Source: an optimization exercise on an open RTL-to-GDS flow (aim: small area, a short achievable clock period and few clock cycles per item). Production flows keep margins and buffers that such runs may drop. Where RTL was checked, it was by simulation tests only, not by an equivalence proof against the original. Only the layout flow was run in run 2; the RTL was not checked for function there.

==> flow/design.v, too long to show whole: its modules and the start of the top module <==
// module pe_requant: 1243 lines
// module pe_requant_fa: 10 lines
// module pe_requant_ha: 9 lines
module pe_requant #(
    parameter int ACC_W  = 32,
    parameter int MULT_W = 16,
    parameter int CNT_W  = 16
) (
    input  logic              clk,
    input  logic              rst_n,
    input  logic              in_valid,
    output logic              in_ready,
    input  logic [ACC_W-1:0]  in_acc,
    input  logic [ACC_W-1:0]  in_bias,
    input  logic              in_last,
    output logic              out_valid,
    input  logic              out_ready,
    output logic [7:0]        out_data,
    output logic              out_last,
    input  logic              cfg_we,
    input  logic [MULT_W-1:0] cfg_mult,
    input  logic [4:0]        cfg_shift,
    input  logic [7:0]        cfg_zp,
    output logic              busy,
    output logic [CNT_W-1:0]  out_count
);
  // ...
==> flow/flow/run.sh <==
#!/bin/bash
# Standard layout, with plain buffers (not delay buffers) on the ports and a
# clock tree without dummy loads.
export BUFFER_PORTS_ARGS="-buffer_cell sky130_fd_sc_hd__buf_1"
export CTS_ARGS="-sink_clustering_enable -repair_clock_nets -dont_use_dummy_load -sink_clustering_size 30 -buf_list {sky130_fd_sc_hd__clkbuf_4 sky130_fd_sc_hd__clkbuf_8}"
bash standard.sh > standard.log 2>&1
==> flow/standard.sh <==
#!/bin/bash
# synth_recipe.tcl (not shown) runs the flow's synth.tcl, then flattens the netlist and writes it again
# the make line also repeats each setting of config.mk as NAME=value (left out here)
make -C /OpenROAD-flow-scripts/flow DESIGN_CONFIG=/design/flow/config.mk WORK_HOME=/design/flow/orfs CLKGATE_MAP_FILE= SYNTH_SCRIPT=/design/flow/synth_recipe.tcl "${@:-finish}"
==> flow/config.mk <==
export PLATFORM = sky130hd
export DESIGN_NAME = pe_requant
export DESIGN_NICKNAME = pe_requant
export VERILOG_FILES = /design/flow/design.v
export SDC_FILE = /design/flow/constraint.sdc
export NUM_CORES = 4
export LEC_CHECK = 0
export ABC_CLOCK_PERIOD_IN_PS = 4400
export CAP_MARGIN = 20
export CORE_MARGIN = 2
export CORE_UTILIZATION = 55
export CTS_BUF_LIST = sky130_fd_sc_hd__clkbuf_4 sky130_fd_sc_hd__clkbuf_8
export CTS_CLUSTER_SIZE = 30
export SETUP_SLACK_MARGIN = 5.0
export SLEW_MARGIN = 20
export SYNTH_HIERARCHICAL = 1
export SYNTH_MINIMUM_KEEP_SIZE = 0
==> flow/constraint.sdc <==
create_clock -name core_clock -period 9.0 [get_ports {clk}]
set_input_delay 1.8000 -clock core_clock [delete_from_list [all_inputs] [get_ports {clk}]]
set_output_delay 1.8000 -clock core_clock [all_outputs]
set_load 0.01 [all_outputs]
==> results.sh, run 1 <==
export IMPL_outcome="no timing/DRC/antenna violations"
export IMPL_yosys_cell_count_top_type="xnor2_1"
export IMPL_worstHoldStart="s2_last$_DFF_P_"
export IMPL_grtUsageTotal_pct=31.8
export IMPL_hpwl_um=47600
export IMPL_r2r_setup_slack_ns=5.07
export IMPL_first_pass_iters=7
export IMPL_setup_viol=0
export IMPL_synthSimpleGateAreaFrac_pct=10.1
export IMPL_n_all_buffers=179
export IMPL_clock_latency_ns=0.63
export IMPL_cts_tree="yes"
export IMPL_clkbuf_count=46
export IMPL_critical_path_endpoint="in_ready"
export IMPL_buf_share_pct=4.68
export IMPL_die_x_um=208
export IMPL_ctsHoldBuffers=0
export IMPL_syn_nets=2887
export IMPL_layout_sequential_cells=236
export IMPL_layout_cells_non_filler=2938
export IMPL_numCtsBuffers=46
export IMPL_routed_wl_um=71500
export IMPL_port_buffers=126
export IMPL_gp_routability_congestion=0.947
export IMPL_cp_arrival_ns=2.19
export IMPL_hold_class="flop to flop"
export IMPL_syn_area_um2=23000
export IMPL_tns_ns=0
export IMPL_reg2regPathDepth=8
export IMPL_final_cell_mix="xnor2_1 (297), fa_1 (262), a22oi_1 (257), nand2_1 (209), dfxtp_1 (132)"
export IMPL_dpl_cell_count=2858
export IMPL_antenna_cells=1
export IMPL_avgRoutedWirePerCell_um=24.3
export IMPL_nFillCells=3594
export IMPL_async_flop_share_pct=26.7
export IMPL_path_max_fanout=4
export IMPL_ys_top_cells_by_count="xnor2_1 (299), fa_1 (267), a22oi_1 (257)"
export IMPL_via_count=18900
export IMPL_overflow=0
export IMPL_synth_adder_area_share_pct=29.9
Testbench counts, summed over its fixed seeds: cycles 11,204, items 10,948.
==> run 2: changes to the inputs <==
--- a/flow/design.v
+++ b/flow/design.v
@@ -711,17 +711,17 @@
     always_ff @(posedge clk) s2_last <= s1_last;
     logic [W-1:0] p;
     logic [30:0]  hmask;
     logic [7:0]   win;
     logic [22:0]  w16;
     logic [14:0]  w8;
     logic [10:0]  w4;
     logic [8:0]   w2;
-    logic         neg, hi_fix, hi_var;
+    logic         neg, hi_fix, hi_vlo, hi_vhi;
     logic [W-1:0] a3_a, a3_b, a3_s;
     assign a3_a = s2_x;
     assign a3_b = s2_y;
     logic [49:0] a3_g0, a3_p0;
     assign a3_g0 = a3_a & a3_b;
     assign a3_p0 = a3_a ^ a3_b;
     logic a3_G0, a3_P0;
     assign a3_G0 = a3_g0[1] | (a3_p0[1] & a3_g0[0]);
@@ -1128,32 +1128,34 @@
         w16    = cfg_shift_q[4] ? p[38:16] : p[22:0];
         w8     = cfg_shift_q[3] ? w16[22:8] : w16[14:0];
         w4     = cfg_shift_q[2] ? w8[14:4]  : w8[10:0];
         w2     = cfg_shift_q[1] ? w4[10:2]  : w4[8:0];
         win    = cfg_shift_q[0] ? w2[8:1]   : w2[7:0];
         hmask  = {31{1'b1}} << cfg_shift_q;       
         neg    = p[W-1];
         hi_fix = |p[48:39];                       
-        hi_var = |(p[38:8] & hmask);
+        hi_vlo = |(p[23:8] & hmask[15:0]);
+        hi_vhi = |(p[38:24] & hmask[30:16]);
     end
     logic        r3_vld;
-    logic        r3_last, r3_neg, r3_hfix, r3_hvar;
+    logic        r3_last, r3_neg, r3_hfix, r3_hvlo, r3_hvhi;
     logic [7:0]  r3_win;
     logic [8:0]  r3_dat;
     logic [2:0]  h_vld;
     logic [8:0]  h_dat [3];
     always_ff @(posedge clk) begin
         r3_last <= s2_last;
         r3_neg  <= neg;
         r3_hfix <= hi_fix;
-        r3_hvar <= hi_var;
+        r3_hvlo <= hi_vlo;
+        r3_hvhi <= hi_vhi;
         r3_win  <= win;
     end
-    assign r3_dat = {r3_last, {8{!r3_neg}} & ({8{r3_hfix | r3_hvar}} | r3_win)};
+    assign r3_dat = {r3_last, {8{!r3_neg}} & ({8{r3_hfix | r3_hvlo | r3_hvhi}} | r3_win)};
     assign out_valid = h_vld[0] || r3_vld;
     assign out_data  = h_vld[0] ? h_dat[0][7:0] : r3_dat[7:0];
     assign out_last  = h_vld[0] ? h_dat[0][8]   : r3_dat[8];
     assign pop       = out_valid && out_ready;
     logic [2:0] nh_vld;
     logic       v1_nxt, v2_nxt;
     always_comb begin
         if (r3_vld && !pop)      nh_vld = {h_vld[1:0], 1'b1};
==> results.sh, run 2 <==
export IMPL_start_kind="input pin"
export IMPL_synth_area_leaders="fa_1 (23%), dfxtp_1 (14%), xnor2_1 (11%)"
export IMPL_dieHeight_um=210
export IMPL_whs_ns=0.325
export IMPL_gp_routability_congestion=0.957
export IMPL_grtUsageTotal_pct=32.5
export IMPL_syn_area_um2=23400
export IMPL_nets=2954
export IMPL_dp_worst_setup_slack_ns=4.56
export IMPL_coreArea_um2=41900
export IMPL_yosysTopAreaCell="fa_1"
export IMPL_routed_wl_um=73700
export IMPL_largest_register_ffs=50
export IMPL_relSlewSlack_pct=32.8
export IMPL_clk_path_buf_depth=3
export IMPL_syn_nets=2952
export IMPL_grt_pass1_vias=19400
export IMPL_hold_viol=0
export IMPL_cts_sinks=237
export IMPL_syn_inst=2465
export IMPL_die_x_um=210
export IMPL_antenna_found_initial=2
export IMPL_post_dp_cell_area_um2=23800
export IMPL_period_needed_ns=3.98
export IMPL_regMostFlops="s2_y"
export IMPL_clkTransAtPathRegs_ns=0.05
export IMPL_syn2layout_area_growth_pct=7.68
export IMPL_yosysUniqueCellTypes=84
export IMPL_tns_ns=0
export IMPL_grt_pass1_wl_um=111000
export IMPL_yosys_cell_count_top_type="xnor2_1"
export IMPL_timing_worst_setup_path_type="input pin to primary output"
export IMPL_ys_flop_type="dfxtp_1"
export IMPL_cts_root_buf="clkbuf_8"
export IMPL_final_cell_mix="xnor2_1 (290), fa_1 (264), a22oi_1 (258), nand2_1 (224), nor2_1 (135)"
export IMPL_layout_commonest_cell="xnor2_1"
export IMPL_dieArea_um2=44100
export IMPL_report_final_slew_viol_count=0
export IMPL_final_util_pct=59.9
export IMPL_avgRoutedWirePerCell_um=24.5
export IMPL_setup_viol=0
export IMPL_fin_skew_ns=0.0645
export IMPL_fin_crit_sh_pct=44.2
export IMPL_numCtsBuffers=43
export IMPL_yosysSeqAreaShare_pct=22.1
export IMPL_viasPerCell=6.44
export IMPL_layout_cells_non_filler=3005
export IMPL_htree_num_levels=2
export IMPL_syn_area_per_cell_um2=9.47
export IMPL_worst_slack_ns=5.02
export IMPL_outcome="no timing/DRC/antenna violations"
export IMPL_overflow=0
export IMPL_dpl_cell_count=2930
export IMPL_nFillCells=3662
export IMPL_via_count=19400
export IMPL_clock_latency_ns=0.61
export IMPL_tightest_slew_ns=1.01
export IMPL_path_max_fanout=4
export IMPL_maxCapViolations=0
export IMPL_drtAntennaViolNets=0
export IMPL_rsz0062_at_grt="yes"
export IMPL_yosysWarnings=9
export IMPL_drive_gt1_share_pct=8.40
export IMPL_synth_seq_cells=237
export IMPL_cp_end_kind="primary output"
export IMPL_async_flop_share_pct=26.6
export IMPL_hold_class="flop to flop"
export IMPL_fmax_ghz=0.251
export IMPL_post_route_drc_count=0
export IMPL_synth_top_cell_area_share_pct=22.9
export IMPL_cp_arrival_ns=2.18
export IMPL_ys_top_cells_by_count="xnor2_1 (290), fa_1 (267), a22oi_1 (258)"
export IMPL_reg_top3="s2_y: 50 flops, s2_x: 49 flops, s1_sum: 33 flops"
export IMPL_drtIter0Drc=2275
export IMPL_synth_edf_count=9
export IMPL_initial_core_util_pct=55.7
export IMPL_r2r_setup_slack_ns=5.06
export IMPL_cts_tree="yes"
export IMPL_first_pass_iters=6
export IMPL_hpwl_um=49000
export IMPL_grt_start_max_net_pins=64
export IMPL_post_route_cell_area_um2=25100
export IMPL_port_buffers=126
export IMPL_cp_data_required_time_ns=7.20
export IMPL_num_io_pins=127
export IMPL_rows=75
==> run 2: logic make-up (layout without fill, tap and decap cells) <==
family / count (synthesis) / count (layout) / share of synthesized area (%)
AOI/OAI and AO/OA: 640 / 640 / 18.8
muxes: 25 / 25 / 1.42
and+or+nand+nor: 573 / 573 / 11.5
other: 0 / 1 / 0
DFF: 237 / 237 / 22.1
xor gates and xnor gates: 330 / 330 / 12.4
buffers and inverters: 272 / 272 / 4.50
adders and majority gates: 388 / 388 / 29.4
==> run 2: routing by layer <==
metal	vias to the layer above	GRT usage (%)	wire length (um)
li1	8589	-	-
met1	9492	43.9	30200
met2	1070	52.4	33700
met3	200	6.50	6930
met4	2	11.3	2820
met5	-	0	10
==> run 2: timing repair <==
action | CTS | global route
hold endpoints to repair | 0 | 0
endpoints found under the setup margin | 71 | 83
resized for setup | 43 | 50
cloned | 1 | 1
hold buffers | 0 | 0
setup buffers | 5 | 24
pin swaps | 1 | 21
==> run 2: final timing paths <==
kind                                startpoint                  end  depth (start not counted)
min in group asynchronous                rst_n     r3_vld$_DFF_PN0_                          2
max in group asynchronous                rst_n  bone[4]$_DFFE_PN0P_                          2
hold / removal                 s2_last$_DFF_P_      r3_last$_DFF_P_                          0
setup / recovery                     out_ready             in_ready                          3
setup reg to reg           bone[0]$_DFFE_PN1P_     s2_x[12]$_DFF_P_                          8
hold reg to reg                s2_last$_DFF_P_      r3_last$_DFF_P_                          0
==> run 2: Yosys stat by module, one instance, submodules excluded <==
module	cell area (um2)	flip-flops and latches	times used	cells inside
pe_requant	17900	237	1	2181
pe_requant_fa	20.0	0	256	1
pe_requant_ha	12.5	0	28	1
==> run 2: critical path: stages <==
cell and delay, ns:
clkbuf_2 0.10, nand2b_4 0.14, buf_2 0.13
==> run 2: area by class of cell <==
cell class	count	area, um2	area share [%]
sequential	237	5240	20.8
timing repair inverter	1	5.00	0.0199
antenna	1	2.50	0.00995
clock buffer	43	592	2.35
multi-input combinational	1956	17300	68.7
timing repair buffer	180	1180	4.68
tap	539	674	2.68
inverter	48	188	0.746

==> separate check: timing with driven ports <==
Ports are ideal in the flow. The routed layouts listed here were re-timed in OpenROAD. Step 1 (the two cells are an assumption about what drives the block):
set clk [get_ports {clk}]
set_driving_cell -lib_cell sky130_fd_sc_hd__clkbuf_16 $clk
set_driving_cell -lib_cell sky130_fd_sc_hd__buf_2 [delete_from_list [all_inputs] $clk]
Step 2 moves the port delays by t, midway between the first and last clock arrival at a register: inputs arrive t later, outputs are due t later. That takes back most of the time a late clock gives input paths. a / b / c = ideal / step 1 / step 2; a / b = the first two.
run | shift t [ns] | setup slack, ns | hold WS [ns]
run 1 | 0.658 | 5.012 / 4.986 / 4.453 | 0.319 / 0.319 / 0.319
run 2 | 0.629 | 5.020 / 4.999 / 4.648 | 0.325 / 0.325 / 0.325
After both steps setup and hold are still met in every run listed. The setup slack of run 1, which loses most, moves by -0.026 ns with the drivers and by -0.559 ns with both steps.
